Context: an optimization exercise on an open-source flow, tuned for small area, a short achievable clock period and few clock cycles per item. The choices shown serve that exercise and are no tape-out recipe.
Function was checked by simulation only, so behaviour that the tests miss may differ from the original.

==> flow/design.v, too long to show whole: its modules and the start of the top module <==
// module booth_enc: 18 lines
// module booth_tree: 1708 lines
// module arima_serial_core: 339 lines
module arima_serial_core
#(
    parameter int N     = 32,
    parameter int Q     = 15,
    parameter int P_MAX = 8,
    parameter int Q_MAX = 8,
    parameter int D_MAX = 2
) (
    input  logic                         clk,
    input  logic                         rst_n,
    input  logic                         clr,
    input  logic [$clog2(P_MAX+1)-1:0]   cfg_p,
    input  logic [$clog2(Q_MAX+1)-1:0]   cfg_q,
    input  logic [$clog2(D_MAX+1)-1:0]   cfg_d,
    input  logic [P_MAX*N-1:0]           ar_coef,
    input  logic [Q_MAX*N-1:0]           ma_coef,
    input  logic signed [N-1:0]          cont,
    input  logic signed [N-1:0]          kalman_beta,
    output logic                         overflow,
    output logic                         busy,
    input  logic                         in_valid,
    output logic                         in_ready,
    input  logic signed [N-1:0]          in_data,
    output logic                         out_valid,
    input  logic                         out_ready,
    output logic signed [N-1:0]          out_data
);
  // ...
==> flow/flow/run.sh <==
#!/bin/bash
# Own flow: the standard layout, with two changes to how it is made:
#  - the port buffers are the smallest buffer (sky130_fd_sc_hd__buf_1) instead of
#    buffer_ports' default choice;
#  - timing repair aims for 9.9 ns of setup slack (a 4.1 ns period) (it stops at what it can reach), so it
#    works on the design's slowest paths even though the 14 ns clock is met.
# Synthesis, floorplan, power grid, tap cells, the clock and the SDC are the standard flow's.
set -euo pipefail
export BUFFER_PORTS_ARGS="-buffer_cell sky130_fd_sc_hd__buf_1"
export SETUP_SLACK_MARGIN=9.9
bash standard.sh > standard_flow.log 2>&1
==> flow/standard.sh <==
#!/bin/bash
# synth_recipe.tcl (not shown) runs the flow's synth.tcl, then flattens the netlist and writes it again
# the make line also repeats each setting of config.mk as NAME=value (left out here)
make -C /OpenROAD-flow-scripts/flow DESIGN_CONFIG=/design/flow/config.mk WORK_HOME=/design/flow/orfs CLKGATE_MAP_FILE= SYNTH_SCRIPT=/design/flow/synth_recipe.tcl "${@:-finish}"
==> flow/config.mk <==
export PLATFORM = sky130hd
export DESIGN_NAME = arima_serial_core
export DESIGN_NICKNAME = arima_serial_core
export VERILOG_FILES = /design/flow/design.v
export SDC_FILE = /design/flow/constraint.sdc
export NUM_CORES = 4
export LEC_CHECK = 0
export CAP_MARGIN = 20
export CORE_MARGIN = 2
export CORE_UTILIZATION = 55
export CTS_CLUSTER_DIAMETER = 80
export CTS_CLUSTER_SIZE = 30
export PLACE_DENSITY = 0.7
export SLEW_MARGIN = 20
==> flow/constraint.sdc <==
create_clock -name core_clock -period 14.0 [get_ports {clk}]
set_input_delay 2.8000 -clock core_clock [delete_from_list [all_inputs] [get_ports {clk}]]
set_output_delay 2.8000 -clock core_clock [all_outputs]
set_load 0.01 [all_outputs]
==> flow_metrics.env, run 1 <==
export IMPL_synth_cells=7132
export IMPL_global_route_usage_met3_pct=13.1
export IMPL_muxShareOfSynthArea_pct=6.87
export IMPL_endpoint_kind="output port"
export IMPL_critPathLaunch="out_r[10]"
export IMPL_crit_path_depth=1
export IMPL_area_share_sequential_pct=32.9
export IMPL_postRouteAntennaNets=0
export IMPL_rsz_0062_raised_after_global_routing="true"
export IMPL_non_filler_instance_count_after_layout=9686
export IMPL_post_dp_hpwl_mm=210
export IMPL_worst_slew_margin_rel_pct=21.9
export IMPL_largest_registers="ma_h (256), ar_h (255)"
export IMPL_grtUsageMet1_pct=51.2
export IMPL_clk_transition_reported_paths_ns=0.11
export IMPL_yosys_top_cells_area="sky130_fd_sc_hd__edfxtp_1, sky130_fd_sc_hd__fa_1, sky130_fd_sc_hd__dfxtp_1"
export IMPL_grt_pass1_wl_mm=414
export IMPL_clk_root_buffer_cell="sky130_fd_sc_hd__clkbuf_16"
export IMPL_floorplan_die_width_um=379
export IMPL_number_of_antenna_violations_at_the_first_check_in_global_routing=82
export IMPL_timing_setup_critical_path_class="flip-flop to output port"
export IMPL_timing_final_setup_violations=0
export IMPL_fin_worst_skew_ns=0.0435
export IMPL_timing_hold_worst_class="flip-flop to flip-flop"
export IMPL_holdPathEnd="dsg[0]"
export IMPL_crit_required_ns=11.20
export IMPL_run_status="no timing/DRC/antenna violations"
export IMPL_hold_path_cell_count=0
export IMPL_synth_top_cell_area_share_pct=25.7
export IMPL_postLayoutCellArea_mm2=0.0883
export IMPL_dr_total_vias=62700
export IMPL_detail_route_wirelength_met1_mm=108
Testbench counts, summed over its fixed seeds: cycles 24,139, items 2,560.
==> module arima_serial_core, before the edit <==
module arima_serial_core
#(
    parameter int N     = 32,
    parameter int Q     = 15,
    parameter int P_MAX = 8,
    parameter int Q_MAX = 8,
    parameter int D_MAX = 2
) (
    input  logic                         clk,
    input  logic                         rst_n,
    input  logic                         clr,
    input  logic [$clog2(P_MAX+1)-1:0]   cfg_p,
    input  logic [$clog2(Q_MAX+1)-1:0]   cfg_q,
    input  logic [$clog2(D_MAX+1)-1:0]   cfg_d,
    input  logic [P_MAX*N-1:0]           ar_coef,
    input  logic [Q_MAX*N-1:0]           ma_coef,
    input  logic signed [N-1:0]          cont,
    input  logic signed [N-1:0]          kalman_beta,
    output logic                         overflow,
    output logic                         busy,
    input  logic                         in_valid,
    output logic                         in_ready,
    input  logic signed [N-1:0]          in_data,
    output logic                         out_valid,
    input  logic                         out_ready,
    output logic signed [N-1:0]          out_data
);
    logic [3:0]  nar_r, nold_r;
    logic [4:0]  psum_r;
    logic        dge1, dge2;
    logic        zero_r, har0_r;
    logic [31:0] cont_r;
    always_ff @(posedge clk) begin
        logic [3:0] pc, qc, na, nm;
        pc = cfg_p[3] ? 4'd8 : cfg_p;
        qc = cfg_q[3] ? 4'd8 : cfg_q;
        na = (pc == 4'd0) ? 4'd0 : pc - 4'd1;
        nm = (qc == 4'd0) ? 4'd0 : qc - 4'd1;
        dge1    <= (cfg_d != 2'd0);
        dge2    <= cfg_d[1];
        nar_r   <= na;
        nold_r  <= na + nm;
        psum_r  <= {1'b0, pc} + {1'b0, qc};
        zero_r  <= (pc == 4'd0 && qc == 4'd0);
        har0_r  <= (pc != 4'd0);
        cont_r  <= cont;
    end
    logic [31:0] x_r;                  
    logic        xv;                   
    logic        rdy;                  
    logic        acc_d;                
    logic [31:0] lvl0, lvl1;           
    logic [31:0] ar_h [0:7];           
    logic [31:0] ma_h [0:7];           
    logic [3:0]  ar_cnt, ma_cnt;       
    logic [31:0] w_hat;
    logic [36:0] acc;                  
    logic [4:0]  corr;                 
    logic [32:0] lsum;                 
    logic [31:0] out_r;
    logic        out_v;
    logic        m3p;                  
    logic        ovf;
    logic        dovf_r;
    logic        sh_d;                 
    logic [4:0]  dsg;                  
    logic [31:0] w_r;                  
    logic [2:0]  nfl;                  
    logic        busy_r;
    logic        cur_act;              
    logic        cur_sh;               
    logic        e_pend;               
    logic [3:0]  k;                    
    logic        bp;                   
    logic        gap;                  
    logic        shift_q;              
    logic        acc_init;             
    logic [5:0]  fin_hi;               
    logic [4:0]  fin_corr;             
    logic [2:0]  dt;                   
    logic        ddep, dlast, dar_ok, dma_ok;
    logic [2:0]  dar_hi, dma_hi, dca, dcm;
    logic        v1, b1;               
    logic [31:0] a1;
    logic [15:0] neg1, one1, two1;
    logic        v2, b2, aovf2;        
    logic [63:15] s2, c2;
    logic        c15_2;
    logic        v3, povf3;            
    logic        aovf3;
    logic beta_go, term_go, last_go, shift_go, acc_ok, take, m3_go, esh;
    always_comb begin
        beta_go  = bp && !gap && !m3p;
        term_go  = cur_act && !(acc_d && !cur_sh) && !beta_go && (!ddep || cur_sh) &&
                   (!bp || (gap && !m3p && !ddep));
        last_go  = term_go && dlast;
        shift_go = shift_q;
        acc_ok   = in_valid && rdy && !clr;
        take     = out_v && out_ready && !clr;
        m3_go    = m3p && (!out_v || out_ready) && !clr;
        esh      = cur_sh && !e_pend;
        acc_init = beta_go || (!bp && k == 4'd0);
    end
    logic [3:0] k_n, arc_n, mac_n;
    logic       sh_n, esh_n;
    always_comb begin
        if (last_go)      k_n = 4'd0;
        else if (term_go) k_n = k + 4'd1;
        else              k_n = k;
        if (last_go)       sh_n = 1'b0;
        else if (shift_go) sh_n = 1'b1;
        else               sh_n = cur_sh;
        esh_n = sh_n && !shift_go;
        arc_n = (shift_go && ar_cnt != 4'd8) ? ar_cnt + 4'd1 : ar_cnt;
        mac_n = (e_pend && ma_cnt != 4'd8) ? ma_cnt + 4'd1 : ma_cnt;
    end
    logic [2:0] nt;
    logic [3:0] n_mo, n_ahi, n_mhi;
    always_comb begin
        n_mo = k_n - nar_r;
        if (k_n < nar_r)                      nt = T_OAR;
        else if (k_n < nold_r)                nt = T_OMA;
        else if (zero_r)                      nt = T_ZERO;
        else if (k_n == nold_r && har0_r)     nt = T_AR0;
        else                                  nt = T_MA0;
        n_ahi = k_n + {3'd0, sh_n};
        n_mhi = n_mo + {3'd0, esh_n};
    end
    logic [31:0] l0m, l1m, dk1, w_new, w_s, w_c, e_c;
    logic        dovf, eovf;
    always_comb begin
        logic [32:0] t1, t2, te;
        l0m   = dge1 ? lvl0 : 32'd0;
        l1m   = dge2 ? lvl1 : 32'd0;
        dk1   = x_r - l0m;
        w_s   = x_r ^ ~l0m ^ ~l1m;
        w_c   = ((x_r & ~l0m) | (x_r & ~l1m) | (~l0m & ~l1m)) << 1;
        w_new = w_s + w_c + 32'd2;
        dovf  = ((dsg[4] != dsg[3]) && (dsg[2] == dsg[3])) ||
                ((dsg[2] != dsg[1]) && (dsg[0] == dsg[1]));
        te    = {ar_h[0][31], ar_h[0]} - {w_hat[31], w_hat};
        e_c   = te[31:0];
        eovf  = te[32] != te[31];
    end
    logic [31:0] opa_n, opb_n;
    logic [15:0] neg_n, one_n, two_n;
    always_comb begin
        if (dt == T_OMA || dt == T_MA0) opa_n = ma_coef[dcm*32 +: 32];
        else                            opa_n = ar_coef[dca*32 +: 32];
        if (beta_go)                 opb_n = kalman_beta;
        else case (dt)
            T_OAR:   opb_n = dar_ok ? ar_h[dar_hi] : 32'd0;
            T_OMA:   opb_n = dma_ok ? ma_h[dma_hi] : 32'd0;
            T_AR0:   opb_n = ar_h[0];
            T_MA0:   opb_n = e_c;
            default: opb_n = 32'd0;
        endcase
    end
    booth_enc u_enc (.b(opb_n), .neg(neg_n), .one(one_n), .two(two_n));
    logic [31:0] ma1;
    logic [63:0] s1, c1;
    logic [15:0] lo1;
    logic [4:0]  acc_hi_x;
    assign ma1 = a1;
    booth_tree u_tree (.a(ma1), .neg(neg1), .one(one1), .two(two1), .s(s1), .c(c1));
    assign lo1      = {1'b0, s1[14:0]} + {1'b0, c1[14:0]};
    assign acc_hi_x = fin_hi[5:1] - fin_corr;
    logic [63:15] p2;
    logic [31:0]  y2;
    logic         povf2, c32_2;
    logic [1:0]   kx2;
    logic [36:0]  acc_n;
    logic [33:0]  of3;
    logic         oovf3;
    always_comb begin
        p2    = s2 + c2 + {48'd0, c15_2};
        y2    = p2[46:15];
        povf2 = !((&p2[63:46]) || !(|p2[63:46]));
        c32_2 = p2[47] ^ s2[47] ^ c2[47];
        kx2   = {1'b0, c32_2} + {1'b0, p2[46]};
        acc_n = acc + {5'd0, s2[46:15]} + {5'd0, c2[46:15]} + {36'd0, c15_2};
        of3   = {{2{w_hat[31]}}, w_hat} + {lsum[32], lsum};
        oovf3 = !((&of3[33:31]) || !(|of3[33:31]));
    end
    always_ff @(posedge clk) begin
        if (!xv) x_r <= in_data;
        if (!beta_go)        a1 <= opa_n;
        else if (v2 && !b2)  a1 <= acc_n[31:0];
        else                 a1 <= acc[31:0];
        if (shift_go) dsg <= {x_r[31], l0m[31], dk1[31], l1m[31], w_r[31]};
        w_r <= w_new;
        neg1 <= neg_n;
        one1 <= one_n;
        two1 <= two_n;
        s2    <= s1[63:15];
        c2    <= c1[63:15];
        c15_2 <= lo1[15];
        aovf2 <= !((&{acc_hi_x, fin_hi[0]}) || !(|{acc_hi_x, fin_hi[0]}));
        povf3 <= povf2;
        if (shift_go) begin
            ar_h[0] <= w_r;
            for (int i = 1; i < 8; i++) ar_h[i] <= ar_h[i-1];
        end
        if (e_pend) begin
            ma_h[0] <= e_c;
            for (int j = 1; j < 8; j++) ma_h[j] <= ma_h[j-1];
        end
        if (acc_init) begin
            acc  <= {{5{cont_r[31]}}, cont_r};
            corr <= 5'd0;
        end else if (v2 && !b2) begin
            acc  <= acc_n;
            corr <= corr + {3'd0, kx2};
        end
        if (beta_go) begin
            fin_hi   <= (v2 && !b2) ? acc_n[36:31] : acc[36:31];
            fin_corr <= (v2 && !b2) ? corr + {3'd0, kx2} : corr;
        end
        if (v2 && b2) lsum <= {l0m[31], l0m} + {l1m[31], l1m};
        if (m3_go) out_r <= of3[31:0];
        dt     <= nt;
        ddep   <= (nt == T_AR0) || (nt == T_MA0) || (nt == T_ZERO);
        dlast  <= zero_r ? (k_n == 4'd0) : ({1'b0, k_n} + 5'd1 == psum_r);
        dar_hi <= n_ahi[2:0];
        dma_hi <= n_mhi[2:0];
        dar_ok <= n_ahi < arc_n;
        dma_ok <= n_mhi < mac_n;
        dca    <= (nt == T_OAR) ? 3'(k_n + 4'd1) : 3'd0;
        dcm    <= (nt == T_OMA) ? 3'(n_mo + 4'd1) : 3'd0;
    end
    always_ff @(posedge clk or negedge rst_n) begin
        if (!rst_n) begin
            xv      <= 1'b0;
            rdy     <= 1'b0;
            acc_d   <= 1'b0;
            lvl0    <= '0;
            lvl1    <= '0;
            ar_cnt  <= '0;
            ma_cnt  <= '0;
            w_hat   <= '0;
            out_v   <= 1'b0;
            m3p     <= 1'b0;
            ovf     <= 1'b0;
            nfl     <= '0;
            busy_r  <= 1'b0;
            cur_act <= 1'b0;
            cur_sh  <= 1'b0;
            e_pend  <= 1'b0;
            k       <= '0;
            bp      <= 1'b0;
            gap     <= 1'b0;
            v1      <= 1'b0;
            b1      <= 1'b0;
            v2      <= 1'b0;
            b2      <= 1'b0;
            v3      <= 1'b0;
            sh_d    <= 1'b0;
            aovf3   <= 1'b0;
            shift_q <= 1'b0;
        end else if (clr) begin
            xv      <= 1'b0;
            rdy     <= 1'b1;
            acc_d   <= 1'b0;
            lvl0    <= '0;
            lvl1    <= '0;
            ar_cnt  <= '0;
            ma_cnt  <= '0;
            w_hat   <= '0;
            out_v   <= 1'b0;
            m3p     <= 1'b0;
            ovf     <= 1'b0;
            nfl     <= '0;
            busy_r  <= 1'b0;
            cur_act <= 1'b0;
            cur_sh  <= 1'b0;
            e_pend  <= 1'b0;
            k       <= '0;
            bp      <= 1'b0;
            gap     <= 1'b0;
            v1      <= 1'b0;
            b1      <= 1'b0;
            v2      <= 1'b0;
            b2      <= 1'b0;
            v3      <= 1'b0;
            sh_d    <= 1'b0;
            aovf3   <= 1'b0;
            shift_q <= 1'b0;
        end else begin
            logic [2:0] nfl_n;
            logic       xv_n;
            v1 <= beta_go || term_go;
            b1 <= beta_go;
            v2 <= v1;
            b2 <= b1;
            v3 <= v2;
            sh_d   <= shift_go;
            aovf3  <= aovf2 && b2;
            xv_n  = acc_ok || (xv && !shift_go);
            xv    <= xv_n;
            rdy   <= !xv_n;
            acc_d <= acc_ok;
            if (shift_go) begin
                if (dge1) lvl0 <= x_r;
                if (dge2) lvl1 <= dk1;
            end
            ar_cnt <= arc_n;
            ma_cnt <= mac_n;
            e_pend <= shift_go;
            shift_q <= ((last_go ? (xv || acc_ok) : (cur_act || acc_ok)) && !sh_n &&
                        (acc_ok || (xv && !shift_go)) &&
                        !(last_go || (bp && !beta_go)) && !beta_go && !acc_ok);
            k      <= k_n;
            cur_sh <= sh_n;
            gap    <= last_go;
            if (beta_go) bp <= 1'b0;
            if (last_go) bp <= 1'b1;
            if (last_go)     cur_act <= xv || acc_ok;
            else if (acc_ok) cur_act <= 1'b1;
            if (v2 && b2) begin
                w_hat <= y2;
                m3p   <= 1'b1;
            end else if (m3_go) begin
                m3p   <= 1'b0;
            end
            if (m3_go)     out_v <= 1'b1;
            else if (take) out_v <= 1'b0;
            if ((sh_d && dovf) || (e_pend && eovf) || (v3 && povf3) || aovf3 || (m3_go && oovf3))
                ovf <= 1'b1;
            nfl_n  = nfl + {2'd0, acc_ok} - {2'd0, take};
            nfl    <= nfl_n;
            busy_r <= acc_ok || (nfl > 3'd1) || (nfl == 3'd1 && !take);
        end
    end
    assign in_ready  = rdy;
    assign out_valid = out_v;
    assign out_data  = out_r;
    assign overflow  = ovf;
    assign busy      = busy_r;
endmodule
==> inputs of run 2 (changes only) <==
--- a/flow/design.v
+++ b/flow/design.v
@@ -1764,5 +1764,5 @@
     logic [4:0]  psum_r;
     logic        dge1, dge2;
-    logic        zero_r, har0_r;
+    logic        zero_r, har0_r, hma0_r;
     logic [31:0] cont_r;
     always_ff @(posedge clk) begin
@@ -1779,4 +1779,5 @@
         zero_r  <= (pc == 4'd0 && qc == 4'd0);
         har0_r  <= (pc != 4'd0);
+        hma0_r  <= (qc != 4'd0);
         cont_r  <= cont;
     end
@@ -1887,5 +1888,5 @@
             T_OAR:   opb_n = dar_ok ? ar_h[dar_hi] : 32'd0;
             T_OMA:   opb_n = dma_ok ? ma_h[dma_hi] : 32'd0;
-            T_AR0:   opb_n = ar_h[0];
+            T_AR0:   opb_n = cur_sh ? ar_h[0] : w_r;
             T_MA0:   opb_n = e_c;
             default: opb_n = 32'd0;
@@ -1955,5 +1956,5 @@
         if (m3_go) out_r <= of3[31:0];
         dt     <= nt;
-        ddep   <= (nt == T_AR0) || (nt == T_MA0) || (nt == T_ZERO);
+        ddep   <= (nt == T_AR0 && !hma0_r) || (nt == T_MA0) || (nt == T_ZERO);
         dlast  <= zero_r ? (k_n == 4'd0) : ({1'b0, k_n} + 5'd1 == psum_r);
         dar_hi <= n_ahi[2:0];
--- a/flow/config.mk
+++ b/flow/config.mk
@@ -6,9 +6,9 @@
 export NUM_CORES = 4
 export LEC_CHECK = 0
+export ABC_AREA = 1
 export CAP_MARGIN = 20
 export CORE_MARGIN = 2
-export CORE_UTILIZATION = 55
+export CORE_UTILIZATION = 40
 export CTS_CLUSTER_DIAMETER = 80
 export CTS_CLUSTER_SIZE = 30
-export PLACE_DENSITY = 0.7
 export SLEW_MARGIN = 20
==> run 2 against run 1 <==
Net effect: synthesized cell count is 31% higher; still clean; design area is 5.8% higher; sequential cell count is 1 higher; synthesized area is 4.5% higher; global-route usage is 4.8 points lower; critical path depth is 5 higher; non-clock buffer count is 6 higher; maximum frequency is 1.7% lower; routed wire length is 25% higher; via count is 18% higher.
==> flow_metrics.env, run 2 <==
export IMPL_drt_initial_drc_count=9159
export IMPL_clk_root_buffer_cell="sky130_fd_sc_hd__clkbuf_16"
export IMPL_synth_top_cell_area_share_pct=24.6
export IMPL_ctsHoldBuffers=0
export IMPL_worst_slew_margin_rel_pct=15.1
export IMPL_number_of_global_route_vias_before_repair=71500
export IMPL_drt_first_pass_iters=9
export IMPL_grt_util_all_layers_pct=35.4
export IMPL_gp_congestion=1.07
export IMPL_report_final_hold_viol_count=0
export IMPL_ys_top_cells_by_count="sky130_fd_sc_hd__nand2_1, sky130_fd_sc_hd__inv_1, sky130_fd_sc_hd__nor2_1"
export IMPL_pin_count_of_the_biggest_net_entering_global_routing=217
export IMPL_floorplan_die_width_um=453
export IMPL_most_common_layout_cells="sky130_fd_sc_hd__nand2_1, sky130_fd_sc_hd__inv_1, sky130_fd_sc_hd__nor2_1"
export IMPL_port_buffer_count=658
export IMPL_nNetsFinal=11500
export IMPL_fp_dieArea_mm2=0.205
export IMPL_syn_area_mm2=0.0807
export IMPL_top_reg_cell_synth="sky130_fd_sc_hd__edfxtp_1"
export IMPL_syn_mean_instance_area_um2=8.61
export IMPL_tritoncts="built"
export IMPL_design_portCount=659
export IMPL_timing_setup_critical_path_class="input pin to flip-flop"
export IMPL_synth_nets=10900
export IMPL_worst_slack_ns=9.60
export IMPL_setup_total_negative_slack_ns=0
export IMPL_finalCoreUtilization_pct=46.7
export IMPL_crit_path_max_fanout=1
export IMPL_dr_total_vias=74200
export IMPL_cp_data_arrival_time_ns=4.98
export IMPL_grt_overflow_total=0
export IMPL_layout_commonest_cell="sky130_fd_sc_hd__nand2_1"
export IMPL_grt_pass1_wl_mm=522
export IMPL_yosysMostFrequentCell="sky130_fd_sc_hd__nand2_1"
export IMPL_worst_r2r_startpoint="two1[3]"
export IMPL_number_of_buffers_added_by_the_clock_tree_synthesis_step=80
export IMPL_min_period_over_period_pct=31.4
export IMPL_clock_tree_htree_level_count=3
export IMPL_postRouteAntennaNets=0
export IMPL_fin_worst_skew_ns=0.0537
export IMPL_layout_area_overhead_vs_synth_pct=15.7
export IMPL_timing_final_setup_violations=0
export IMPL_core_area_mm2=0.200
export IMPL_holdPathEnd="ma_h[3][24]"
export IMPL_synth_largest_area_cell="sky130_fd_sc_hd__edfxtp_1"
export IMPL_floorplan_initialDensity_pct=40.3
export IMPL_run_status="no timing/DRC/antenna violations"
export IMPL_synth_distinct_cells=65
export IMPL_timing_hold_worst_class="flip-flop to flip-flop"
export IMPL_yosys_register_bits=1076
export IMPL_number_of_antenna_violations_at_the_first_check_in_global_routing=62
export IMPL_clk_transition_reported_paths_ns=0.10
export IMPL_clockBufferDepth=3
export IMPL_largest_registers="ma_h (256), ar_h (255)"
export IMPL_crit_required_ns=14.58
export IMPL_synth_seq_area_share_pct=35.7
export IMPL_post_route_drc_count=0
export IMPL_synth_async_sr_flop_share_pct=12.1
export IMPL_route_detailed_wl_per_inst_um=29.8
export IMPL_endpoint_kind="flip-flop"
export IMPL_fmaxAchievable_mhz=227
export IMPL_register_with_the_highest_flop_count="ma_h"
export IMPL_crit_reg2reg_capture="c2[13]"
export IMPL_yosys_top_cells_area="sky130_fd_sc_hd__edfxtp_1, sky130_fd_sc_hd__fa_1, sky130_fd_sc_hd__nand2_1"
export IMPL_synth_edff_count=661
export IMPL_r2r_slack_ns=9.77
export IMPL_final_max_slew_viol_count=0
export IMPL_critical_path_startpoint_type="input pin"
export IMPL_source_to_sink_clock_delay_at_the_later_pin_of_the_worst_skew_pair_ns=0.78
export IMPL_rsz_0062_raised_after_global_routing="true"
export IMPL_drive_above_1_share_pct=8.64
export IMPL_totalWireLength_mm=379
export IMPL_worst_slew_pin_transition_ns=1.27
export IMPL_place_ws_ns=8.62
export IMPL_avgViaCountPerCell=5.84
export IMPL_yosysWarnings=4
export IMPL_floorplan_die_height_um=453
export IMPL_r2r_worst_path_cells=14
export IMPL_largest_register_ffs=256
export IMPL_max_cap_viol_count=0
export IMPL_cell_rows=164
export IMPL_hold_path_startpoint="ma_h[2][24]"
export IMPL_final_period_minus_worst_setup_slack_ns=4.40
export IMPL_synth_cells=9378
export IMPL_hold_path_cell_count=0
export IMPL_clkSinkCount=1076
export IMPL_post_dp_hpwl_mm=280
-- run 2: cell families after synthesis --
family	Yosys count	share of synthesized area, %
fa+ha+maj	919	18.9
compound gates	1954	14.5
buf+inv	1691	7.95
other cells	1	0.00465
flops	1076	35.7
simple gates	3045	15.4
xor+xnor	692	7.51
-- run 2: final cells by class --
class	count	area, um2
Sequential cell	1076	29000
Multi-Input combinational cell	6612	46700
Tap cell	2656	3320
Timing Repair inverter	1	5.00
Clock buffer	88	2110
Inverter	1213	4750
Antenna cell	36	90.1
Clock inverter	62	926
Fill cell	19500	107000
Timing Repair Buffer	956	6510
-- run 2: worst max-delay path, stage by stage --
cell and delay (ns):
sky130_fd_sc_hd__buf_1 0.30, sky130_fd_sc_hd__nor2_1 0.39, sky130_fd_sc_hd__o22ai_1 0.17, sky130_fd_sc_hd__o21ai_0 0.98, sky130_fd_sc_hd__o21bai_1 0.24, sky130_fd_sc_hd__a32oi_1 0.10
-- run 2: worst max path at each step --
stage | start | endpoint | cells past startpoint
6_report | ma_coef[138] | a1[10] | 6
3_5_place_dp | clr | nfl[2] | 10
4_1_cts | out_r[1] | out_data[1] | 1
2_1_floorplan | clr | nfl[1] | 9
5_1_grt | a1[26] | c2[14] | 14
3_3_place_gp | neg1[2] | c15_2 | 13
-- run 2: per-layer routing --
metal / part of all wire (%) / vias up / GRT usage [%]
li1: - / 32500 / -
met1: 37 / 36100 / 43.4
met2: 44 / 4477 / 54.4
met3: 11 / 1123 / 10.1
met4: 8.2 / 20 / 22.8
met5: 0.092 / - / 0.676
-- run 2: stage by stage --
step / hold WS (ns) / cells / instance area, um2
after floorplan: 0.397 / 9378 / 80800
after global placement: 0.413 / 12400 / 85800
after detailed placement: 0.414 / 12400 / 85900
after CTS: 0.423 / 12600 / 91100
after global routing: 0.433 / 12700 / 93300
final: 0.419 / 12700 / 93400
-- run 2: timing repair --
action	in CTS	in global routing
gates resized for setup	288	349
setup endpoints to repair	153	171
buffers inserted	63	53
pin swaps	13	96
cloned	21	14
Testbench counts of run 2, summed over its fixed seeds: cycles 23,903, items 2,560.
==> inputs of run 3 (changes only) <==
--- a/flow/design.v
+++ b/flow/design.v
@@ -1761,24 +1761,23 @@
     output logic signed [N-1:0]          out_data
 );
-    logic [3:0]  nar_r, nold_r;
-    logic [4:0]  psum_r;
+    logic [3:0]  nar_c, nold_c;
+    logic [4:0]  psum_c;
     logic        dge1, dge2;
-    logic        zero_r, har0_r, hma0_r;
-    logic [31:0] cont_r;
+    logic        zero_c, har0_c, hma0_c;
+    always_comb begin
+        logic [3:0] pc, qc, nm;
+        pc     = cfg_p[3] ? 4'd8 : cfg_p;
+        qc     = cfg_q[3] ? 4'd8 : cfg_q;
+        nar_c  = (pc == 4'd0) ? 4'd0 : pc - 4'd1;
+        nm     = (qc == 4'd0) ? 4'd0 : qc - 4'd1;
+        nold_c = nar_c + nm;
+        psum_c = {1'b0, pc} + {1'b0, qc};
+        zero_c = (pc == 4'd0 && qc == 4'd0);
+        har0_c = (pc != 4'd0);
+        hma0_c = (qc != 4'd0);
+    end
     always_ff @(posedge clk) begin
-        logic [3:0] pc, qc, na, nm;
-        pc = cfg_p[3] ? 4'd8 : cfg_p;
-        qc = cfg_q[3] ? 4'd8 : cfg_q;
-        na = (pc == 4'd0) ? 4'd0 : pc - 4'd1;
-        nm = (qc == 4'd0) ? 4'd0 : qc - 4'd1;
-        dge1    <= (cfg_d != 2'd0);
-        dge2    <= cfg_d[1];
-        nar_r   <= na;
-        nold_r  <= na + nm;
-        psum_r  <= {1'b0, pc} + {1'b0, qc};
-        zero_r  <= (pc == 4'd0 && qc == 4'd0);
-        har0_r  <= (pc != 4'd0);
-        hma0_r  <= (qc != 4'd0);
-        cont_r  <= cont;
+        dge1 <= (cfg_d != 2'd0);
+        dge2 <= cfg_d[1];
     end
     logic [31:0] x_r;                  
@@ -1828,5 +1827,5 @@
     always_comb begin
         beta_go  = bp && !gap && !m3p;
-        term_go  = cur_act && !(acc_d && !cur_sh) && !beta_go && (!ddep || cur_sh) &&
+        term_go  = cur_act && !(acc_d && !cur_sh && dt == T_AR0) && !beta_go && (!ddep || cur_sh) &&
                    (!bp || (gap && !m3p && !ddep));
         last_go  = term_go && dlast;
@@ -1854,9 +1853,9 @@
     logic [3:0] n_mo, n_ahi, n_mhi;
     always_comb begin
-        n_mo = k_n - nar_r;
-        if (k_n < nar_r)                      nt = T_OAR;
-        else if (k_n < nold_r)                nt = T_OMA;
-        else if (zero_r)                      nt = T_ZERO;
-        else if (k_n == nold_r && har0_r)     nt = T_AR0;
+        n_mo = k_n - nar_c;
+        if (k_n < nar_c)                      nt = T_OAR;
+        else if (k_n < nold_c)                nt = T_OMA;
+        else if (zero_c)                      nt = T_ZERO;
+        else if (k_n == nold_c && har0_c)     nt = T_AR0;
         else                                  nt = T_MA0;
         n_ahi = k_n + {3'd0, sh_n};
@@ -1943,5 +1942,5 @@
         end
         if (acc_init) begin
-            acc  <= {{5{cont_r[31]}}, cont_r};
+            acc  <= {{5{cont[31]}}, cont};
             corr <= 5'd0;
         end else if (v2 && !b2) begin
@@ -1956,6 +1955,6 @@
         if (m3_go) out_r <= of3[31:0];
         dt     <= nt;
-        ddep   <= (nt == T_AR0 && !hma0_r) || (nt == T_MA0) || (nt == T_ZERO);
-        dlast  <= zero_r ? (k_n == 4'd0) : ({1'b0, k_n} + 5'd1 == psum_r);
+        ddep   <= (nt == T_AR0 && !hma0_c) || (nt == T_MA0) || (nt == T_ZERO);
+        dlast  <= zero_c ? (k_n == 4'd0) : ({1'b0, k_n} + 5'd1 == psum_c);
         dar_hi <= n_ahi[2:0];
         dma_hi <= n_mhi[2:0];
--- a/flow/config.mk
+++ b/flow/config.mk
@@ -6,5 +6,4 @@
 export NUM_CORES = 4
 export LEC_CHECK = 0
-export ABC_AREA = 1
 export CAP_MARGIN = 20
 export CORE_MARGIN = 2
==> run 3 against run 2 <==
Net effect: design area down 4.4%; critical path type unchanged; die area decreased by 4.8%; first-iteration DRC count down 23%; core utilization up 0.14 points.
==> flow_metrics.env, run 3 <==
export IMPL_gp_congestion=0.963
export IMPL_totalWireLength_mm=298
export IMPL_yosysMostFrequentCell="sky130_fd_sc_hd__inv_1"
export IMPL_tritoncts="built"
export IMPL_synth_cells=7186
export IMPL_synth_largest_area_cell="sky130_fd_sc_hd__edfxtp_1"
export IMPL_clk_transition_reported_paths_ns=0.11
export IMPL_clockBufferDepth=3
export IMPL_path_cells="buf_8 -> or2_4 -> nor3_4 -> nor2_4 -> ha_2 -> fa_2 -> xor2_4 -> nor3b_2 -> xor2_1 -> xnor2_1 -> ha_1 -> a21oi_1"
export IMPL_critPathLaunch="cfg_p[1]"
export IMPL_cpPeakStageDelay_ns=0.41
export IMPL_crit_reg2reg_capture="w_r[30]"
export IMPL_r2r_slack_ns=9.64
export IMPL_worst_slack_ns=9.54
export IMPL_timing_hold_worst_class="flip-flop to flip-flop"
export IMPL_cell_rows=160
export IMPL_endpoint_kind="flip-flop"
export IMPL_worst_slew_margin_rel_pct=19.9
export IMPL_dr_total_vias=61200
export IMPL_drive_above_1_share_pct=13.9
export IMPL_fmaxAchievable_mhz=224
export IMPL_design_portCount=659
export IMPL_number_of_global_route_vias_before_repair=60600
export IMPL_synth_seq_area_share_pct=36.2
export IMPL_register_with_the_highest_flop_count="ma_h"
export IMPL_synth_top_cell_area_share_pct=25.8
export IMPL_whs_ns=0.438
export IMPL_post_route_drc_count=0
export IMPL_timing_setup_critical_path_class="input pin to flip-flop"
export IMPL_postRouteAntennaNets=0
export IMPL_grt_overflow_total=0
export IMPL_post_dp_hpwl_mm=207
export IMPL_synth_async_sr_flop_share_pct=12.6
export IMPL_r2r_worst_path_cells=19
export IMPL_largest_registers="ma_h (256), ar_h (255)"
export IMPL_largest_register_ffs=256
export IMPL_final_period_minus_worst_setup_slack_ns=4.46
export IMPL_clkSinkCount=1028
export IMPL_syn_area_mm2=0.0768
export IMPL_timing_final_setup_violations=0
export IMPL_rsz_0062_raised_after_global_routing="true"
export IMPL_core_area_mm2=0.191
export IMPL_top_reg_cell_synth="sky130_fd_sc_hd__edfxtp_1"
export IMPL_clock_tree_htree_level_count=3
export IMPL_crit_required_ns=14.70
export IMPL_worst_slew_pin_transition_ns=1.20
export IMPL_number_of_buffers_added_by_the_clock_tree_synthesis_step=73
export IMPL_cp_data_arrival_time_ns=5.16
export IMPL_fp_dieArea_mm2=0.196
export IMPL_nNetsFinal=9283
export IMPL_drt_initial_drc_count=7074
export IMPL_drt_first_pass_iters=7
export IMPL_floorplan_die_height_um=442
export IMPL_yosys_register_bits=1028
export IMPL_source_to_sink_clock_delay_at_the_later_pin_of_the_worst_skew_pair_ns=0.76
export IMPL_fin_worst_skew_ns=0.0581
export IMPL_pin_count_of_the_biggest_net_entering_global_routing=199
export IMPL_report_final_hold_viol_count=0
export IMPL_run_status="no timing/DRC/antenna violations"
export IMPL_ys_top_cells_by_count="sky130_fd_sc_hd__inv_1, sky130_fd_sc_hd__edfxtp_1, sky130_fd_sc_hd__a22oi_1, sky130_fd_sc_hd__nand2_1, sky130_fd_sc_hd__fa_1"
export IMPL_synth_nets=8728
export IMPL_yosys_top_cells_area="sky130_fd_sc_hd__edfxtp_1, sky130_fd_sc_hd__fa_1, sky130_fd_sc_hd__ha_1"
export IMPL_crit_path_max_fanout=2
export IMPL_layout_commonest_cell="sky130_fd_sc_hd__inv_1"
export IMPL_ctsHoldBuffers=0
export IMPL_min_period_over_period_pct=31.9
export IMPL_max_cap_viol_count=0
export IMPL_most_common_layout_cells="sky130_fd_sc_hd__inv_1, sky130_fd_sc_hd__edfxtp_1, sky130_fd_sc_hd__buf_1"
export IMPL_final_max_slew_viol_count=0
export IMPL_grt_util_all_layers_pct=29.3
export IMPL_synth_edff_count=661
export IMPL_number_of_antenna_violations_at_the_first_check_in_global_routing=40
export IMPL_port_buffer_count=658
export IMPL_layout_area_overhead_vs_synth_pct=16.1
export IMPL_avgViaCountPerCell=5.93
export IMPL_syn_mean_instance_area_um2=10.7
export IMPL_place_ws_ns=8.54
export IMPL_clk_root_buffer_cell="sky130_fd_sc_hd__clkbuf_16"
export IMPL_floorplan_initialDensity_pct=40.3
export IMPL_floorplan_die_width_um=442
export IMPL_endpoint="dma_ok"
export IMPL_critical_path_slowest_cell="sky130_fd_sc_hd__fa_2"
export IMPL_yosysWarnings=4
export IMPL_grt_pass1_wl_mm=424
export IMPL_worst_r2r_startpoint="dge1"
export IMPL_route_detailed_wl_per_inst_um=28.9
export IMPL_setup_total_negative_slack_ns=0
export IMPL_critical_path_startpoint_type="input pin"
export IMPL_synth_distinct_cells=95
run 3: kinds of logic after synthesis:
| group | after synthesis | share of synthesized area (%) |
|---|---|---|
| AO/OA/AOI/OAI | 1762 | 15.5 |
| AND/OR/NAND/NOR | 1190 | 6.96 |
| buffers and inverters | 1186 | 5.82 |
| flip-flops | 1028 | 36.2 |
| adder cells (fa/ha/maj) | 919 | 19.9 |
| XOR/XNOR | 775 | 8.84 |
| multiplexers | 325 | 6.76 |
| other | 1 | 0.00488 |
run 3: routing by layer:
layer	GRT usage [%]	wire length [um]	part of all wire [%]
met1	39.5	120000	40
met2	45.2	132000	44
met3	6.66	29800	10
met4	12.5	16500	5.5
met5	0	75	0.025
run 3: final cells by class:
| type | instances | area [um2] |
|---|---|---|
| fillers | 17600 | 101000 |
| multi-input cells | 4972 | 46100 |
| flip-flops and latches | 1028 | 28100 |
| repair buffers | 965 | 6460 |
| well taps | 2511 | 3140 |
| inverters | 701 | 2650 |
| clock buffers | 75 | 1860 |
| clock inverters | 59 | 957 |
| diodes | 10 | 25.0 |
run 3: repair_timing:
item,in CTS,in global routing
pin swaps,72,144
cloned,17,14
buffers inserted,90,56
endpoints found under the setup margin,196,160
resized for setup,313,306
run 3: how the worst min path moves through the flow:
stage	from	endpoint	slack, ns	depth (start not counted)
2_1_floorplan	w_r[8]	ar_h[0][8]	0.40	0
3_5_place_dp	ar_h[1][15]	ar_h[2][15]	0.43	0
6_report	ma_h[2][4]	ma_h[3][4]	0.44	0
5_1_grt	ar_h[1][14]	ar_h[2][14]	0.45	0
4_1_cts	ar_h[5][2]	ar_h[6][2]	0.43	0
3_3_place_gp	ma_h[2][26]	ma_h[3][26]	0.42	0
run 3: metrics by stage:
stage / util (%) / instance area, um2 / cells
floorplan: - / 77100 / 7186
global placement: 43.0 / 81900 / 10000
detailed placement: 43.0 / 81900 / 10000
CTS: 45.8 / 87200 / 10200
global route: 46.8 / 89200 / 10300
finish: 46.8 / 89200 / 10300
run 3: worst max-delay path: cells and delay by family:
| kind | cells | cell delay [ns] |
|---|---|---|
| buffers and inverters | 1 | 0.09 |
| AND/OR/NAND/NOR | 4 | 0.73 |
| adder cells (fa/ha/maj) | 3 | 0.92 |
| AO/OA/AOI/OAI | 1 | 0.15 |
| XOR/XNOR | 3 | 0.45 |
Testbench counts of run 3, summed over its fixed seeds: cycles 23,697, items 2,560.
==> inputs of run 4 (changes only) <==
--- a/flow/design.v
+++ b/flow/design.v
@@ -1761,23 +1761,22 @@
     output logic signed [N-1:0]          out_data
 );
-    logic [3:0]  nar_c, nold_c;
-    logic [4:0]  psum_c;
+    logic [3:0]  nar_r, nold_r;
+    logic [4:0]  psum_r;
     logic        dge1, dge2;
-    logic        zero_c, har0_c, hma0_c;
-    always_comb begin
-        logic [3:0] pc, qc, nm;
-        pc     = cfg_p[3] ? 4'd8 : cfg_p;
-        qc     = cfg_q[3] ? 4'd8 : cfg_q;
-        nar_c  = (pc == 4'd0) ? 4'd0 : pc - 4'd1;
-        nm     = (qc == 4'd0) ? 4'd0 : qc - 4'd1;
-        nold_c = nar_c + nm;
-        psum_c = {1'b0, pc} + {1'b0, qc};
-        zero_c = (pc == 4'd0 && qc == 4'd0);
-        har0_c = (pc != 4'd0);
-        hma0_c = (qc != 4'd0);
-    end
+    logic        zero_r, har0_r, hma0_r;
     always_ff @(posedge clk) begin
-        dge1 <= (cfg_d != 2'd0);
-        dge2 <= cfg_d[1];
+        logic [3:0] pc, qc, na, nm;
+        pc = cfg_p[3] ? 4'd8 : cfg_p;
+        qc = cfg_q[3] ? 4'd8 : cfg_q;
+        na = (pc == 4'd0) ? 4'd0 : pc - 4'd1;
+        nm = (qc == 4'd0) ? 4'd0 : qc - 4'd1;
+        dge1    <= (cfg_d != 2'd0);
+        dge2    <= cfg_d[1];
+        nar_r   <= na;
+        nold_r  <= na + nm;
+        psum_r  <= {1'b0, pc} + {1'b0, qc};
+        zero_r  <= (pc == 4'd0 && qc == 4'd0);
+        har0_r  <= (pc != 4'd0);
+        hma0_r  <= (qc != 4'd0);
     end
     logic [31:0] x_r;                  
@@ -1850,12 +1849,26 @@
         mac_n = (e_pend && ma_cnt != 4'd8) ? ma_cnt + 4'd1 : ma_cnt;
     end
+    logic [2:0] nt0;
+    logic       ndep0, nlast0;
+    logic [3:0] pc0, qc0;
+    always_comb begin
+        pc0 = cfg_p[3] ? 4'd8 : cfg_p;
+        qc0 = cfg_q[3] ? 4'd8 : cfg_q;
+        if (pc0 >= 4'd2)                      nt0 = T_OAR;
+        else if (qc0 >= 4'd2)                 nt0 = T_OMA;
+        else if (pc0 == 4'd0 && qc0 == 4'd0)  nt0 = T_ZERO;
+        else if (pc0 == 4'd1)                 nt0 = T_AR0;
+        else                                  nt0 = T_MA0;
+        ndep0  = (nt0 == T_AR0 && qc0 == 4'd0) || (nt0 == T_MA0) || (nt0 == T_ZERO);
+        nlast0 = ({1'b0, pc0} + {1'b0, qc0} <= 5'd1);
+    end
     logic [2:0] nt;
     logic [3:0] n_mo, n_ahi, n_mhi;
     always_comb begin
-        n_mo = k_n - nar_c;
-        if (k_n < nar_c)                      nt = T_OAR;
-        else if (k_n < nold_c)                nt = T_OMA;
-        else if (zero_c)                      nt = T_ZERO;
-        else if (k_n == nold_c && har0_c)     nt = T_AR0;
+        n_mo = k_n - nar_r;
+        if (k_n < nar_r)                      nt = T_OAR;
+        else if (k_n < nold_r)                nt = T_OMA;
+        else if (zero_r)                      nt = T_ZERO;
+        else if (k_n == nold_r && har0_r)     nt = T_AR0;
         else                                  nt = T_MA0;
         n_ahi = k_n + {3'd0, sh_n};
@@ -1954,13 +1967,25 @@
         if (v2 && b2) lsum <= {l0m[31], l0m} + {l1m[31], l1m};
         if (m3_go) out_r <= of3[31:0];
-        dt     <= nt;
-        ddep   <= (nt == T_AR0 && !hma0_c) || (nt == T_MA0) || (nt == T_ZERO);
-        dlast  <= zero_c ? (k_n == 4'd0) : ({1'b0, k_n} + 5'd1 == psum_c);
-        dar_hi <= n_ahi[2:0];
-        dma_hi <= n_mhi[2:0];
-        dar_ok <= n_ahi < arc_n;
-        dma_ok <= n_mhi < mac_n;
-        dca    <= (nt == T_OAR) ? 3'(k_n + 4'd1) : 3'd0;
-        dcm    <= (nt == T_OMA) ? 3'(n_mo + 4'd1) : 3'd0;
+        if (cur_act) begin
+            dt     <= nt;
+            ddep   <= (nt == T_AR0 && !hma0_r) || (nt == T_MA0) || (nt == T_ZERO);
+            dlast  <= zero_r ? (k_n == 4'd0) : ({1'b0, k_n} + 5'd1 == psum_r);
+            dar_hi <= n_ahi[2:0];
+            dma_hi <= n_mhi[2:0];
+            dar_ok <= n_ahi < arc_n;
+            dma_ok <= n_mhi < mac_n;
+            dca    <= (nt == T_OAR) ? 3'(k_n + 4'd1) : 3'd0;
+            dcm    <= (nt == T_OMA) ? 3'(n_mo + 4'd1) : 3'd0;
+        end else begin
+            dt     <= nt0;
+            ddep   <= ndep0;
+            dlast  <= nlast0;
+            dar_hi <= 3'd0;
+            dma_hi <= 3'd0;
+            dar_ok <= arc_n != 4'd0;
+            dma_ok <= mac_n != 4'd0;
+            dca    <= (nt0 == T_OAR) ? 3'd1 : 3'd0;
+            dcm    <= (nt0 == T_OMA) ? 3'd1 : 3'd0;
+        end
     end
     always_ff @(posedge clk or negedge rst_n) begin
--- a/flow/config.mk
+++ b/flow/config.mk
@@ -9,5 +9,3 @@
 export CORE_MARGIN = 2
 export CORE_UTILIZATION = 40
-export CTS_CLUSTER_DIAMETER = 80
-export CTS_CLUSTER_SIZE = 30
 export SLEW_MARGIN = 20
==> run 4 against run 3 <==
Net effect: register-to-register slack gained 0.19 ns; die area grew 1.1%; global-route usage is essentially flat; routed wire length grew 2.5%; sequential cell count grew 16; non-clock buffer count shrank 34; critical path depth shrank 11; design area grew 1.6%; hold slack lost 0.039 ns.
==> flow_metrics.env, run 4 <==
export IMPL_run_status="no timing/DRC/antenna violations"
export IMPL_yosysMostFrequentCell="sky130_fd_sc_hd__inv_1"
export IMPL_critPathLaunch="out_r[21]"
export IMPL_post_dp_hpwl_mm=211
export IMPL_hold_path_startpoint="ar_h[3][19]"
export IMPL_clockBufferDepth=3
export IMPL_rsz_0062_raised_after_global_routing="true"
export IMPL_floorplan_die_width_um=445
export IMPL_clock_tree_htree_level_count=3
export IMPL_number_of_global_route_vias_before_repair=61500
export IMPL_design_portCount=659
export IMPL_synth_nets=8866
export IMPL_endpoint="out_data[21]"
export IMPL_crit_path_max_fanout=1
export IMPL_drt_initial_drc_count=7643
export IMPL_path_cells="clkbuf_2"
export IMPL_floorplan_die_height_um=445
export IMPL_crit_required_ns=11.20
export IMPL_largest_register_ffs=256
export IMPL_path_buf_inv=1
export IMPL_port_buffer_count=658
export IMPL_fp_dieArea_mm2=0.198
export IMPL_grt_overflow_total=0
export IMPL_timing_critical_path_max_delay_family="flip-flops"
export IMPL_final_max_slew_viol_count=0
export IMPL_clk_root_buffer_cell="sky130_fd_sc_hd__clkbuf_16"
export IMPL_timing_final_setup_violations=0
export IMPL_syn_mean_instance_area_um2=10.6
export IMPL_dp_cells=10100
export IMPL_min_period_over_period_pct=30.4
export IMPL_drive_above_1_share_pct=12.4
export IMPL_final_period_minus_worst_setup_slack_ns=4.25
export IMPL_synth_cells=7324
export IMPL_number_of_buffers_added_by_the_clock_tree_synthesis_step=116
export IMPL_layout_area_overhead_vs_synth_pct=16.7
export IMPL_synth_top_cell_area_share_pct=25.5
export IMPL_cpPeakStageDelay_ns=0.47
export IMPL_fin_worst_skew_ns=0.0762
export IMPL_worst_slew_pin_transition_ns=1.20
export IMPL_timing_hold_worst_class="flip-flop to flip-flop"
export IMPL_non_filler_instance_count_after_layout=10500
export IMPL_fmaxAchievable_mhz=235
export IMPL_clkSinkCount=1044
export IMPL_grt_pass1_wl_mm=427
export IMPL_layout_commonest_cell="sky130_fd_sc_hd__inv_1"
export IMPL_nNetsFinal=9429
export IMPL_cp_data_arrival_time_ns=1.45
export IMPL_setup_total_negative_slack_ns=0
export IMPL_clk_transition_reported_paths_ns=0.06
export IMPL_yosys_top_cells_area="sky130_fd_sc_hd__edfxtp_1, sky130_fd_sc_hd__fa_1, sky130_fd_sc_hd__ha_1"
export IMPL_route_detailed_wl_per_inst_um=29.0
export IMPL_crit_reg2reg_capture="w_r[30]"
export IMPL_max_cap_viol_count=0
export IMPL_synth_distinct_cells=93
export IMPL_postRouteAntennaNets=0
export IMPL_ys_top_cells_by_count="sky130_fd_sc_hd__inv_1, sky130_fd_sc_hd__edfxtp_1, sky130_fd_sc_hd__nand2_1"
export IMPL_worst_slew_margin_rel_pct=19.6
export IMPL_yosys_register_bits=1044
export IMPL_drt_first_pass_iters=6
export IMPL_source_to_sink_clock_delay_at_the_later_pin_of_the_worst_skew_pair_ns=0.80
export IMPL_yosysWarnings=4
export IMPL_worst_r2r_startpoint="dge1"
export IMPL_critical_path_startpoint_type="flip-flop"
export IMPL_synth_async_sr_flop_share_pct=12.5
export IMPL_floorplan_initialDensity_pct=40.3
export IMPL_synth_largest_area_cell="sky130_fd_sc_hd__edfxtp_1"
export IMPL_cell_rows=161
export IMPL_gp_congestion=0.961
export IMPL_tritoncts="built"
export IMPL_grt_util_all_layers_pct=29.3
export IMPL_core_area_mm2=0.193
export IMPL_timing_setup_critical_path_class="flip-flop to output port"
export IMPL_synth_seq_area_share_pct=36.2
export IMPL_ctsHoldBuffers=0
export IMPL_synth_edff_count=661
export IMPL_endpoint_kind="output port"
export IMPL_pin_count_of_the_biggest_net_entering_global_routing=203
export IMPL_most_common_layout_cells="sky130_fd_sc_hd__inv_1, sky130_fd_sc_hd__edfxtp_1, sky130_fd_sc_hd__buf_1"
export IMPL_critical_path_slowest_cell="sky130_fd_sc_hd__edfxtp_1"
export IMPL_crit_path_depth=1
export IMPL_syn_area_mm2=0.0777
export IMPL_post_route_drc_count=0
export IMPL_totalWireLength_mm=306
export IMPL_avgViaCountPerCell=5.98
export IMPL_whs_ns=0.399
export IMPL_number_of_antenna_violations_at_the_first_check_in_global_routing=51
export IMPL_r2r_worst_path_cells=17
export IMPL_register_with_the_highest_flop_count="ma_h"
export IMPL_top_reg_cell_synth="sky130_fd_sc_hd__edfxtp_1"
export IMPL_r2r_slack_ns=9.83
export IMPL_largest_registers="ma_h (256), ar_h (255)"
export IMPL_dr_total_vias=63100
export IMPL_report_final_hold_viol_count=0
## run 4: cell count changes in the layout (fill, tap and decap cells not counted), sizes merged, moves of 18 or more
cell / delta
a21o: -18
a21oi: +20
buf: -29
clkbuf: +82
diode: +21
nand2: +35
nor3: -19
o21ai: +47
## run 4: cell families after synthesis
group                      share of synthesized area, %
AOI/OAI and AO/OA                                  15.9
buffers and inverters                              5.78
other                                           0.00483
xor gates and xnor gates                           8.56
adders and majority gates                          19.6
muxes                                              6.66
and+or+nand+nor                                    7.19
DFF                                                36.2
## run 4: per-layer routing
| layer | track usage, % | vias to the layer above | wire length (um) |
|---|---|---|---|
| li1 | - | 27100 | - |
| met1 | 38.8 | 31300 | 117000 |
| met2 | 44.4 | 3881 | 133000 |
| met3 | 7.62 | 844 | 35500 |
| met4 | 14.2 | 10 | 19300 |
| met5 | 0 | - | 98 |
## run 4: per-stage QoR
stage	area, um2	worst slack, ns	utilization, %
3_3_place_gp	82700	8.57	42.9
4_1_cts	88400	9.68	45.9
3_5_place_dp	82700	8.67	42.9
2_1_floorplan	77900	9.59	-
5_1_grt	90600	9.61	47.0
6_report	90700	9.75	47.0
## run 4: repair_timing
action / CTS / global route
setup endpoints to repair: 139 / 127
cloned: 13 / 24
gates resized for setup: 243 / 243
pin swaps: 11 / 66
setup buffers: 37 / 75
## run 4: cell type report
type	count	area, um2
Inverter	710	2680
Clock inverter	62	759
Antenna cell	31	77.6
Fill cell	17700	102000
Clock buffer	158	3240
Tap cell	2526	3160
Sequential cell	1044	28400
Timing Repair Buffer	931	6360
Multi-Input combinational cell	5084	46000
## run 4: worst min path at each step
stage                        to  slack (ns)  cells past startpoint
floorplan           ar_h[0][12]        0.40                      0
global placement    ar_h[0][16]        0.42                      0
detailed placement  ar_h[0][16]        0.42                      0
CTS                 ar_h[6][11]        0.38                      0
global route         ar_h[2][9]        0.39                      0
finish              ar_h[4][19]        0.40                      0
Testbench counts of run 4, summed over its fixed seeds: cycles 23,697, items 2,560.
==> inputs of run 5 (changes only) <==
--- a/flow/config.mk
+++ b/flow/config.mk
@@ -9,3 +9,5 @@
 export CORE_MARGIN = 2
 export CORE_UTILIZATION = 40
+export CTS_CLUSTER_DIAMETER = 80
+export CTS_CLUSTER_SIZE = 30
 export SLEW_MARGIN = 20
==> run 5 against run 4 <==
Net effect: still clean; final cell count fell by 0.92%; clock skew rose by 0.0072 ns; sequential share of layout area rose by 0.39 points; critical path depth did not move; core utilization fell by 0.63 points; design area fell by 1.3%; first-iteration DRC count rose by 0.35%; synthesized cell count did not move; global-route usage barely moved; largest cell class unchanged; highest routed layer unchanged.
==> flow_metrics.env, run 5 <==
export IMPL_run_status="no timing/DRC/antenna violations"
export IMPL_crit_path_depth=1
export IMPL_max_cap_viol_count=0
export IMPL_synth_async_sr_flop_share_pct=12.5
export IMPL_cp_data_arrival_time_ns=1.42
export IMPL_crit_reg2reg_capture="c2[18]"
export IMPL_register_area_mm2=0.0284
export IMPL_setup_total_negative_slack_ns=0
export IMPL_min_period_over_period_pct=30.1
export IMPL_number_of_global_route_vias_before_repair=61100
export IMPL_critical_path_startpoint_type="flip-flop"
export IMPL_yosys_register_bits=1044
export IMPL_drt_first_pass_iters=6
export IMPL_yosys_top_cells_area="sky130_fd_sc_hd__edfxtp_1, sky130_fd_sc_hd__fa_1, sky130_fd_sc_hd__ha_1"
export IMPL_most_common_layout_cells="sky130_fd_sc_hd__inv_1, sky130_fd_sc_hd__edfxtp_1, sky130_fd_sc_hd__buf_1"
export IMPL_r2r_worst_path_cells=12
export IMPL_synth_distinct_cells=93
export IMPL_drive_above_1_share_pct=12.2
export IMPL_clock_tree_htree_level_count=3
export IMPL_floorplan_initialDensity_pct=40.3
export IMPL_number_of_antenna_violations_at_the_first_check_in_global_routing=47
export IMPL_final_period_minus_worst_setup_slack_ns=4.22
export IMPL_synth_top_cell_area_share_pct=25.5
export IMPL_clockBufferDepth=3
export IMPL_worst_r2r_startpoint="a1[25]"
export IMPL_core_area_mm2=0.193
export IMPL_floorplan_die_width_um=445
export IMPL_crit_path_max_fanout=1
export IMPL_synth_cells=7324
export IMPL_synth_seq_area_share_pct=36.2
export IMPL_clk_transition_reported_paths_ns=0.11
export IMPL_worst_slew_margin_rel_pct=18.3
export IMPL_register_with_the_highest_flop_count="ma_h"
export IMPL_path_cells="clkbuf_2"
export IMPL_dr_total_vias=62700
export IMPL_synth_edff_count=661
export IMPL_top_reg_cell_synth="sky130_fd_sc_hd__edfxtp_1"
export IMPL_grt_util_all_layers_pct=29.3
export IMPL_syn_mean_instance_area_um2=10.6
export IMPL_number_of_buffers_added_by_the_clock_tree_synthesis_step=77
export IMPL_path_buf_inv=1
export IMPL_timing_setup_critical_path_class="flip-flop to output port"
export IMPL_fin_worst_skew_ns=0.0834
export IMPL_cpPeakStageDelay_ns=0.50
export IMPL_layout_commonest_cell="sky130_fd_sc_hd__inv_1"
export IMPL_ys_top_cells_by_count="sky130_fd_sc_hd__inv_1, sky130_fd_sc_hd__edfxtp_1, sky130_fd_sc_hd__nand2_1"
export IMPL_clk_root_buffer_cell="sky130_fd_sc_hd__clkbuf_16"
export IMPL_rsz_0062_raised_after_global_routing="true"
export IMPL_whs_ns=0.422
export IMPL_report_final_hold_viol_count=0
export IMPL_grt_overflow_total=0
export IMPL_yosysMostFrequentCell="sky130_fd_sc_hd__inv_1"
export IMPL_largest_register_ffs=256
export IMPL_clkSinkCount=1044
export IMPL_gp_congestion=0.961
export IMPL_non_filler_instance_count_after_layout=10400
export IMPL_r2r_slack_ns=9.82
export IMPL_endpoint_kind="output port"
export IMPL_multiInputGateArea_mm2=0.0461
export IMPL_largest_registers="ma_h (256), ar_h (255)"
export IMPL_post_dp_hpwl_mm=211
export IMPL_worst_slew_pin_transition_ns=1.22
export IMPL_final_max_slew_viol_count=0
export IMPL_tritoncts="built"
export IMPL_fp_dieArea_mm2=0.198
export IMPL_pin_count_of_the_biggest_net_entering_global_routing=203
export IMPL_port_buffer_count=658
export IMPL_placedInstanceArea_mm2=0.0827
export IMPL_filler_cell_count=17700
export IMPL_floorplan_die_height_um=445
export IMPL_source_to_sink_clock_delay_at_the_later_pin_of_the_worst_skew_pair_ns=0.77
export IMPL_hold_path_startpoint="ar_h[2][11]"
export IMPL_synth_largest_area_cell="sky130_fd_sc_hd__edfxtp_1"
export IMPL_nNetsFinal=9376
export IMPL_postRouteAntennaNets=0
export IMPL_timing_critical_path_max_delay_family="flip-flops"
export IMPL_layout_area_overhead_vs_synth_pct=15.1
export IMPL_totalWireLength_mm=303
export IMPL_dp_cells=10100
export IMPL_post_route_drc_count=0
export IMPL_synth_nets=8866
export IMPL_timing_final_setup_violations=0
export IMPL_design_portCount=659
export IMPL_crit_required_ns=11.20
export IMPL_yosysWarnings=4
export IMPL_fmaxAchievable_mhz=237
export IMPL_postLayoutCellArea_mm2=0.0895
export IMPL_route_detailed_wl_per_inst_um=29.0
export IMPL_hold_path_cell_count=0
export IMPL_drt_initial_drc_count=7670
export IMPL_syn_area_mm2=0.0777
export IMPL_grt_pass1_wl_mm=427
export IMPL_cell_rows=161
export IMPL_avgViaCountPerCell=6.00
export IMPL_critical_path_slowest_cell="sky130_fd_sc_hd__edfxtp_1"
export IMPL_holdPathEnd="ar_h[3][11]"
export IMPL_timing_hold_worst_class="flip-flop to flip-flop"
## run 5: per-stage QoR
stage | util [%] | setup slack [ns]
2_1_floorplan | - | 9.59
3_3_place_gp | 42.9 | 8.57
3_5_place_dp | 42.9 | 8.67
4_1_cts | 45.4 | 9.71
5_1_grt | 46.4 | 9.74
6_report | 46.4 | 9.78
## run 5: layer usage
metal	routed length [um]	part of all wire [%]	track usage [%]	up-vias
li1	-	-	-	26900
met1	118000	39	39.3	31300
met2	134000	44	45.0	3723
met3	34300	11	7.20	716
met4	16300	5.4	12.7	12
met5	104	0.034	0	-
## run 5: worst max path at each step
stage	slack, ns	to	from
after floorplan	9.59	ovf	clr
after global routing	9.74	c2[18]	a1[25]
after global placement	8.57	w_r[30]	dge2
after CTS	9.71	out_data[28]	out_r[28]
final	9.78	out_data[28]	out_r[28]
after detailed placement	8.67	nfl[1]	clr
## run 5: final cells by class
type                            instances  area share, %
Clock inverter                         61           1.02
Tap cell                             2526           3.53
Multi-Input combinational cell       5084           51.6
Clock buffer                           82           2.20
Antenna cell                           25         0.0699
Timing Repair Buffer                  917           6.87
Sequential cell                      1044           31.7
Inverter                              710           2.99
## run 5: logic make-up after synthesis
kind of cell	count (synthesis)	synth area share [%]
adders and majority gates	919	19.6
and+or+nand+nor	1235	7.19
xor gates and xnor gates	760	8.56
muxes	318	6.66
buffers and inverters	1196	5.78
AOI/OAI and AO/OA	1851	15.9
other	1	0.00483
DFF	1044	36.2
## run 5: repair_timing
item                                    CTS  global route
cloned                                   14            14
pin swaps                                15            94
hold buffers                              0             0
gates resized for setup                 240           271
buffers inserted                         52            56
endpoints found under the setup margin  154           132
==> inputs of run 6 (changes only) <==
==> flow/flow/run.sh (replaced) <==
#!/bin/bash
# Own flow: the standard layout, with two changes to how it is made:
#  - the port buffers are the smallest buffer (sky130_fd_sc_hd__buf_1) instead of
#    buffer_ports' default choice;
#  - timing repair aims for 10.1 ns of setup slack (a 3.9 ns period) (it stops at what it can reach), so it
#    works on the design's slowest paths even though the 14 ns clock is met.
# Synthesis, floorplan, power grid, tap cells, the clock and the SDC are the standard flow's.
set -euo pipefail
export BUFFER_PORTS_ARGS="-buffer_cell sky130_fd_sc_hd__buf_1"
export SETUP_SLACK_MARGIN=10.1
bash standard.sh > standard_flow.log 2>&1
--- a/flow/config.mk
+++ b/flow/config.mk
@@ -9,5 +9,3 @@
 export CORE_MARGIN = 2
 export CORE_UTILIZATION = 40
-export CTS_CLUSTER_DIAMETER = 80
-export CTS_CLUSTER_SIZE = 30
 export SLEW_MARGIN = 20
==> run 6 against run 5 <==
Net effect: largest cell class unchanged; synthesized area did not move; count of clock-buffer cells in the layout rose by 59; sequential share of layout area fell by 0.93 points; die area did not move; core utilization rose by 1.5 points; routed wire length rose by 0.98%; still clean; setup slack got worse by 0.028 ns; maximum frequency fell by 0.66%; non-clock buffer count rose by 62.
==> flow_metrics.env, run 6 <==
export IMPL_fin_worst_skew_ns=0.124
export IMPL_global_route_usage_met3_pct=9.30
export IMPL_synth_async_sr_flop_share_pct=12.5
export IMPL_rsz_0062_raised_after_global_routing="true"
export IMPL_yosys_top_cells_area="sky130_fd_sc_hd__edfxtp_1, sky130_fd_sc_hd__fa_1, sky130_fd_sc_hd__ha_1"
export IMPL_source_to_sink_clock_delay_at_the_later_pin_of_the_worst_skew_pair_ns=0.83
export IMPL_clock_tree_htree_level_count=3
export IMPL_syn_area_mm2=0.0777
export IMPL_postRouteAntennaNets=0
export IMPL_grt_busiest_layer="met2"
export IMPL_synth_largest_area_cell="sky130_fd_sc_hd__edfxtp_1"
export IMPL_floorplan_die_width_um=445
export IMPL_ys_top_cells_by_count="sky130_fd_sc_hd__inv_1, sky130_fd_sc_hd__edfxtp_1, sky130_fd_sc_hd__nand2_1"
export IMPL_run_status="no timing/DRC/antenna violations"
export IMPL_postLayoutCellArea_mm2=0.0923
export IMPL_finalCoreUtilization_pct=47.9
export IMPL_tritoncts="built"
export IMPL_synth_top_cell_area_share_pct=25.5
export IMPL_synth_edff_count=661
export IMPL_yosys_register_bits=1044
export IMPL_report_final_hold_viol_count=0
export IMPL_avgViaCountPerCell=6.00
export IMPL_critical_path_startpoint_type="flip-flop"
export IMPL_synth_nets=8866
export IMPL_final_period_minus_worst_setup_slack_ns=4.25
export IMPL_timing_final_setup_violations=0
export IMPL_timing_setup_critical_path_class="flip-flop to output port"
export IMPL_most_common_layout_cells="sky130_fd_sc_hd__edfxtp_1, sky130_fd_sc_hd__inv_1, sky130_fd_sc_hd__buf_1"
export IMPL_floorplan_initialDensity_pct=40.3
export IMPL_clkSinkCount=1044
export IMPL_min_period_over_period_pct=30.3
export IMPL_post_dp_hpwl_mm=211
export IMPL_layout_area_overhead_vs_synth_pct=18.7
export IMPL_clockBufferDepth=3
export IMPL_timing_critical_path_max_delay_family="flip-flops"
export IMPL_grt_util_all_layers_pct=29.9
export IMPL_layout_commonest_cell="sky130_fd_sc_hd__edfxtp_1"
export IMPL_post_route_drc_count=0
export IMPL_nNetsFinal=9476
export IMPL_grtUsageMet1_pct=38.7
export IMPL_gp_congestion=0.957
export IMPL_dr_total_vias=63500
export IMPL_timing_hold_worst_class="flip-flop to flip-flop"
export IMPL_worst_slew_margin_rel_pct=12.6
export IMPL_critical_path_slowest_cell="sky130_fd_sc_hd__edfxtp_1"
export IMPL_number_of_global_route_vias_before_repair=62700
export IMPL_floorplan_die_height_um=445
export IMPL_fp_dieArea_mm2=0.198
export IMPL_path_cells="clkbuf_2"
-- run 6: cell count changes in the layout (fill, tap and decap cells not counted), moves of 28 or more --
cell / previous run / this run
sky130_fd_sc_hd__fa_2: 30 / 69
sky130_fd_sc_hd__buf_4: 129 / 157
sky130_fd_sc_hd__clkbuf_16: 92 / 122
sky130_fd_sc_hd__inv_1: 691 / 657
sky130_fd_sc_hd__inv_2: 15 / 49
sky130_fd_sc_hd__clkinv_2: 1 / 29
sky130_fd_sc_hd__fa_1: 472 / 433
-- run 6: final timing paths --
| kind | start | to | depth (start not counted) |
|---|---|---|---|
| worst max register to register | a1[21] | c2[16] | 14 |
| max in group asynchronous | rst_n | w_hat[2] | 2 |
| worst min register to register | ar_h[2][31] | ar_h[3][31] | 0 |
| worst max-delay path | out_r[31] | out_data[31] | 1 |
| min in group asynchronous | rst_n | lvl0[14] | 1 |
| worst min-delay path | ar_h[2][31] | ar_h[3][31] | 0 |
-- run 6: area by class of cell --
class,count,share of cell area [%]
repair buffers,979,7.73
flip-flops and latches,1044,30.8
clock buffers,141,3.33
diodes,27,0.0732
multi-input cells,5084,50.9
inverters,710,2.90
clock inverters,76,0.892
well taps,2526,3.42
-- run 6: per-stage QoR --
step	setup WS (ns)	instances	hold slack [ns]
floorplan	9.59	7324	0.404
global placement	8.71	10100	0.415
detailed placement	8.72	10100	0.424
CTS	9.68	10500	0.364
global route	9.71	10600	0.373
finish	9.75	10600	0.370
-- run 6: cell families after synthesis --
logic type | Yosys count | share of synthesized area [%]
buffers and inverters | 1196 | 5.78
and+or+nand+nor | 1235 | 7.19
adders and majority gates | 919 | 19.6
AOI/OAI and AO/OA | 1851 | 15.9
DFF | 1044 | 36.2
other | 1 | 0.00483
muxes | 318 | 6.66
xor gates and xnor gates | 760 | 8.56
-- run 6: per-layer routing --
| layer | wire length [um] | vias to the layer above |
|---|---|---|
| li1 | - | 27200 |
| met1 | 118000 | 31600 |
| met2 | 132000 | 3837 |
| met3 | 35800 | 905 |
| met4 | 20500 | 36 |
| met5 | 299 | - |
-- run 6: what timing repair did --
action	in CTS	in global routing
setup buffers	98	61
endpoints found under the setup margin	209	186
cloned	29	7
pin swaps	79	163
resized for setup	419	315

-- static timing again, ports no longer ideal --
No port has a modelled driver above. Below, the same layouts with a new extraction and two added sets of constraints.
Step 1 sets driving cells, clkbuf_16 on the clock port and buf_2 on the other inputs (assumed; they add their load-dependent delay and slew).
Step 2 also shifts input and output timing later by t, the mid clock arrival at the registers, as if the neighbouring blocks saw the same clock.
Three values: ideal, step 1, step 2; two values: the first two.
run	t, ns	slack for setup (ns)	hold WS [ns]	worst data-port slew with drivers (ns)
run 1	0.791	9.674 / 9.598 / 9.168	0.412 / 0.412 / 0.412	0.34
run 2	0.851	9.599 / 9.659 / 8.812	0.419 / 0.419 / 0.419	0.29
run 3	0.809	9.538 / 9.560 / 8.751	0.438 / 0.438 / 0.438	0.24
run 4	0.853	9.745 / 9.653 / 9.239	0.399 / 0.399 / 0.399	0.37
run 5	0.814	9.782 / 9.699 / 9.212	0.422 / 0.422 / 0.422	0.34
run 6	0.852	9.754 / 9.668 / 9.206	0.370 / 0.370 / 0.370	0.40
After both steps every run listed still meets setup and hold.
